Context: an optimization exercise on an open-source flow, tuned for small area, a short achievable clock period and few clock cycles per item. The choices shown serve that exercise and are no tape-out recipe. Function was checked by simulation only, so behaviour that the tests miss may differ from the original. Power figures rest on the tool's default switching activity, not on a simulated workload.

File: flow/config.mk
export PLATFORM = sky130hd
export DESIGN_NAME = process_scheduler
export DESIGN_NICKNAME = process_scheduler
export VERILOG_FILES = /design/flow/design.v
export SDC_FILE = /design/flow/constraint.sdc
export NUM_CORES = 4
export LEC_CHECK = 0
export CAP_MARGIN = 20
export CORE_MARGIN = 2
export CORE_UTILIZATION = 40
export SLEW_MARGIN = 20
File: flow/constraint.sdc
create_clock -name core_clock -period 20.0 [get_ports {clock}]
set_input_delay 4.0000 -clock core_clock [delete_from_list [all_inputs] [get_ports {clock}]]
set_output_delay 4.0000 -clock core_clock [all_outputs]
set_load 0.01 [all_outputs]
File: flow/design.v
module process_scheduler #(
  parameter int NUM_PROC = 32,
  parameter int IDX_W    = 5,
  parameter int ADDR_W   = 16
) (
  input  logic              clock,
  input  logic              reset,
  input  logic              create_en,
  input  logic [IDX_W-1:0]  create_idx,
  input  logic [ADDR_W-1:0] create_pc,
  input  logic              save_en,
  input  logic [IDX_W-1:0]  save_idx,
  input  logic [ADDR_W-1:0] save_pc,
  input  logic              save_halt,
  input  logic              sched_req,
  output logic              sched_busy,
  output logic              sched_done,
  output logic              next_valid,
  output logic [IDX_W-1:0]  indice_prox_proc,
  output logic [ADDR_W-1:0] pc_prox_proc,
  output logic [IDX_W:0]    ready_count
);
  typedef enum logic [1:0] {E_FREE = 2'd0, E_READY = 2'd1, E_RUNNING = 2'd2} entry_t;
  typedef enum logic {S_IDLE = 1'b0, S_SCAN = 1'b1} sched_t;
  localparam logic [IDX_W-1:0] MAX_IDX = IDX_W'(NUM_PROC - 1);
  localparam logic [IDX_W-1:0] ONE_IDX = IDX_W'(1);
  localparam logic [IDX_W:0]   ONE_CNT = (IDX_W + 1)'(1);
  entry_t            r_state [NUM_PROC];
  entry_t            w_state_nxt [NUM_PROC];
  logic [ADDR_W-1:0] r_pc [NUM_PROC];
  sched_t           r_fsm, w_fsm_nxt;
  logic [IDX_W-1:0] r_ptr, w_ptr_nxt;
  logic [IDX_W-1:0] r_examined, w_examined_nxt;
  logic [IDX_W-1:0] r_last;
  logic             w_hit, w_done;
  logic [IDX_W:0]   w_ready_cnt;
  function automatic logic [IDX_W-1:0] wrap_inc(input logic [IDX_W-1:0] idx);
    if (idx == MAX_IDX) wrap_inc = ONE_IDX;
    else wrap_inc = idx + ONE_IDX;
  endfunction
  assign sched_busy = (r_fsm == S_SCAN);
  always_ff @(posedge clock) begin
    if (reset) begin
      r_fsm      <= S_IDLE;
      r_ptr      <= '0;
      r_examined <= '0;
    end else begin
      r_fsm      <= w_fsm_nxt;
      r_ptr      <= w_ptr_nxt;
      r_examined <= w_examined_nxt;
    end
  end
  always_comb begin
    w_fsm_nxt      = r_fsm;
    w_ptr_nxt      = r_ptr;
    w_examined_nxt = r_examined;
    w_hit          = 1'b0;
    w_done         = 1'b0;
    case (r_fsm)
      S_IDLE: begin
        if (sched_req) begin
          w_fsm_nxt      = S_SCAN;
          w_ptr_nxt      = wrap_inc(r_last);
          w_examined_nxt = '0;
        end
      end
      S_SCAN: begin
        if (r_state[r_ptr] == E_READY) begin
          w_hit     = 1'b1;
          w_done    = 1'b1;
          w_fsm_nxt = S_IDLE;
        end else if (r_examined == MAX_IDX - ONE_IDX) begin
          w_done    = 1'b1;
          w_fsm_nxt = S_IDLE;
        end else begin
          w_ptr_nxt      = wrap_inc(r_ptr);
          w_examined_nxt = r_examined + ONE_IDX;
        end
      end
      default: w_fsm_nxt = S_IDLE;
    endcase
  end
  always_comb begin
    w_ready_cnt = '0;
    for (int i = 0; i < NUM_PROC; i++) begin
      w_state_nxt[i] = r_state[i];
      if (i != 0) begin
        if (w_hit && r_ptr == IDX_W'(i))
          w_state_nxt[i] = E_RUNNING;
        if (save_en && save_idx == IDX_W'(i))
          w_state_nxt[i] = save_halt ? E_FREE : E_READY;
        if (create_en && create_idx == IDX_W'(i))
          w_state_nxt[i] = E_READY;
      end
      if (w_state_nxt[i] == E_READY)
        w_ready_cnt = w_ready_cnt + ONE_CNT;
    end
  end
  always_ff @(posedge clock) begin
    if (reset) begin
      for (int i = 0; i < NUM_PROC; i++) begin
        r_state[i] <= E_FREE;
        r_pc[i]    <= '0;
      end
      ready_count <= '0;
    end else begin
      for (int i = 1; i < NUM_PROC; i++) begin
        r_state[i] <= w_state_nxt[i];
        if (create_en && create_idx == IDX_W'(i))
          r_pc[i] <= create_pc;
        else if (save_en && save_idx == IDX_W'(i) && !save_halt)
          r_pc[i] <= save_pc;
      end
      ready_count <= w_ready_cnt;
    end
  end
  always_ff @(posedge clock) begin
    if (reset) begin
      sched_done       <= 1'b0;
      next_valid       <= 1'b0;
      indice_prox_proc <= '0;
      pc_prox_proc     <= '0;
      r_last           <= '0;
    end else begin
      sched_done <= w_done;
      if (w_hit) begin
        next_valid       <= 1'b1;
        indice_prox_proc <= r_ptr;
        pc_prox_proc     <= r_pc[r_ptr];
        r_last           <= r_ptr;
      end else if (w_done) begin
        next_valid       <= 1'b0;
        indice_prox_proc <= '0;
        pc_prox_proc     <= '0;
      end
    end
  end
endmodule
File: flow/run.sh
#!/bin/bash
# synth_recipe.tcl (not shown) runs the flow's synth.tcl, then flattens the netlist and writes it again
# the make line also repeats each setting of config.mk as NAME=value (left out here)
make -C /OpenROAD-flow-scripts/flow DESIGN_CONFIG=/design/flow/config.mk WORK_HOME=/design/flow/orfs CLKGATE_MAP_FILE= SYNTH_SCRIPT=/design/flow/synth_recipe.tcl finish
==> results.txt <==
## area by class of cell
cell class | instances | area, sq um
timing repair buffer | 348 | 2830
fill | 8495 | 46200
sequential | 603 | 12100
inverter | 65 | 244
tap | 1155 | 1450
clock inverter | 18 | 196
clock buffer | 101 | 2070
multi-input combinational | 3094 | 21800
## power breakdown
part	internal [uW]	total, uW	leakage [uW]	switching, uW
registers	1230	1240	0.00487	14.6
clock network	766	1310	0.00113	542
logic	263	607	0.00840	344
## synth_stat cells, types with 25 or more instances
master    number
a211oi_1     420
a21oi_1      108
a221oi_1      57
a222oi_1      35
a22o_1        42
a22oi_1       90
a311oi_1     105
a31oi_1       59
buf_1         25
clkbuf_1     372
dfxtp_1      603
ha_1          40
inv_1         61
mux2i_1      428
nand2_1      295
nand2b_1      25
nand3_1      138
nand4_1       40
nor2_1       654
nor3_1        57
o21ai_0       42
xnor2_1       70
xor2_1        34
## metrics by stage
stage / instances / instance area, sq um / util [%] / setup WS (ns) / hold slack, ns
final: 5384 / 40700 / 46.8 / 0.835 / 0.457
after global routing: 5384 / 40700 / 46.8 / -0.117 / 0.489
after CTS: 5372 / 40300 / 46.4 / 0.106 / 0.462
after detailed placement: 5253 / 38000 / 43.8 / -0.475 / 0.454
after global placement: 5252 / 38000 / 43.8 / -0.132 / 0.455
after floorplan: 4194 / 35200 / - / 0.00167 / 0.446
## per-layer routing
metal | vias to the layer above | part of all wire [%] | global-route usage (%)
met5 | - | 0.049 | 0
met4 | 12 | 7.4 | 21.1
met3 | 546 | 10 | 6.79
met2 | 1994 | 43 | 47.9
met1 | 16500 | 40 | 41.6
li1 | 15500 | - | -
## flip-flops by register name, summed over array words and instances (netlist names)
signal / flops
r_pc: 496
r_state: 62
pc_prox_proc: 16
ready_count: 6
indice_prox_proc: 5
r_examined: 5
r_last: 5
r_ptr: 5
next_valid: 1
r_fsm: 1
sched_done: 1
## worst max path at each step
stage          cells past startpoint        endpoint          start
3_5_place_dp                      90  ready_count[5]    save_idx[2]
6_report                          91  ready_count[5]  create_idx[4]
4_1_cts                           90  ready_count[5]    save_idx[2]
5_1_grt                           91  ready_count[5]  create_idx[4]
2_1_floorplan                     91  ready_count[5]  create_idx[2]
3_3_place_gp                      90  ready_count[5]    save_idx[2]
## worst min-delay path: cells and delay by family, from the launching register on
kind	cells	cell delay [ns]
compound gates	1	0.05
simple gates	1	0.05
flops	1	0.31
## kinds of logic (layout without fill, tap and decap cells)
| logic type | Yosys count | count (layout) | synth area share (%) |
|---|---|---|---|
| adders and majority gates | 41 | 41 | 1.45 |
| muxes | 446 | 446 | 12.8 |
| AOI/OAI and AO/OA | 1119 | 1119 | 24.0 |
| buffers and inverters | 497 | 532 | 5.60 |
| DFF | 603 | 603 | 34.3 |
| and+or+nand+nor | 1349 | 1349 | 17.0 |
| xor gates and xnor gates | 139 | 139 | 4.76 |
## repair_timing
item,4_1_cts,5_1_grt
resized for setup,0,62
buffers inserted,0,12
setup endpoints to repair,0,5
==> flow_summary.json <==
{
  "status": "complete, no violations",
  "layout.nets": 4269,
  "totalNegativeSetupSlack_ns": 0,
  "grt_pass1_vias": 31700,
  "reg2reg_slack_ns": 1.73,
  "reg2reg_depth": 95,
  "crit_path_top_delay_cell": "clkdlybuf4s50_1",
  "cts_tree": "done",
  "postSynthNetCount": 4282,
  "powerDensity_nw_per_um2": 77.5,
  "synth_async_sr_flop_share_pct": 0,
  "slew_headroom_pct": 16.0,
  "initial_utilization_pct": 40.5,
  "synth_top_cells_by_area": "dfxtp_1 (34%), mux2i_1 (12%), a211oi_1 (9.0%)",
  "clock-sinks": 603,
  "drive_above_1_share_pct": 13.7,
  "die_h_um": 300,
  "fin_skew_ns": 0.0302,
  "worstSkewPairLatency_ns": 0.63,
  "p_total_uw": 3150,
  "max_stage_delay_ns": 0.42,
  "ios": 78,
  "final-max-slew-violation-count": 0,
  "grt_start_max_net_pins": 203,
  "netlist_instances": 4194,
  "r2r_start": "r_ptr[4]",
  "drv_cap": 0,
  "cpMostUsedCell": "ha_1",
  "crit_family": "adder cells",
  "finalSetupViolCount": 0,
  "layout_commonest_cell": "nor2_1",
  "worstReg2RegEnd": "ready_count[5]",
  "gp_congestion": 0.989,
  "synth_edf_count": 0,
  "synth_seq_cells": 603,
  "ir_drop_mv": 0.0533,
  "crit_buf_inv": 8,
  "num_vias": 34600,
  "fmax_mhz": 52.2,
  "grt-ovfl-total": 0,
  "drt_pass1_iterations": 8,
  "worst_pin_slew_ns": 1.26,
  "crit_type": "in2reg",
  "syn2layout_area_growth_pct": 15.7,
  "die_w_um": 300,
  "worst_setup_path_end_kind": "flop",
  "required_ns": 20.51,
  "cp_max_fo": 5,
  "arrival_ns": 19.68,
  "drtIter0Drc": 3984,
  "hold_buffers": 0,
  "dieArea_sq_um": 90300,
  "hold-path-endpoint": "indice_prox_proc[3]",
  "via_per_inst": 6.43,
  "antenna_found_initial": 6,
  "holdPathStages": 2,
  "clk_pin_slew_worst_paths_ns": 0.06,
  "start_kind": "primary input",
  "synth_area_sq_um": 35200,
  "hold_viol_final": 0,
  "rows": 108,
  "grt.total_usage_pct": 32.0,
  "fin_crit_sh_pct": 95.8,
  "final_cell_mix": "nor2_1 (630), dfxtp_1 (600), mux2i_1 (427), a211oi_1 (419), nand2_1 (287)",
  "min_period_ns": 19.17,
  "grt_pass1_wl_um": 217000,
  "antenna_left": 0,
  "diodes": 0,
  "port-buffer-count": 77,
  "htreeDepth": 3,
  "synth.avg_cell_area_sq_um": 8.38,
  "holdCritPathClass": "reg2reg",
  "synth_ff_type": "dfxtp_1",
  "cts_inserted_buffers": 69,
  "drc": 0,
  "worstHoldStart": "indice_prox_proc[3]",
  "core-area_sq_um": 86900,
  "yosysSeqAreaShare_pct": 34.3,
  "yosysTopAreaCell": "dfxtp_1",
  "wl_per_cell_um": 27.9,
  "cts_buffer_depth": 3,
  "ys_types": 106,
  "power_leakage_uw": 0.0144,
  "cts-root-buf": "clkbuf_16",
  "dp_hpwl_um": 92900,
  "synth_warnings": 4,
  "synth_top_area_share_pct": 34.3,
  "routed_wl_um": 150000
}
Testbench counts, summed over its fixed seeds: cycles 41,022, requests 2,400.

==> what the ideal ports hide <==
Ports are ideal in the flow. The routed layout listed here was re-timed in OpenROAD. Step 1 sets driving cells, clkbuf_16 on the clock port and buf_2 on the other inputs (assumed; they add their load-dependent delay and slew). Step 2 adds t to the input delays and takes it off the output delays; t is the mean of the earliest and latest rising clock arrival at the registers after step 1. Input paths then give back, and output paths get back, about the clock's delay inside the block. Three values: ideal ports, drivers, drivers and shift; two values: the first two.
t (ns): 0.675
setup WS [ns]: 0.835 / 0.866 / 0.190
worst register clock-pin slew, ns: 0.07 / 0.07
pins driven straight from the clock port: 1
After both steps this run still meets setup and hold. The setup slack of this run moves by +0.031 ns with the drivers and by -0.645 ns with both steps.
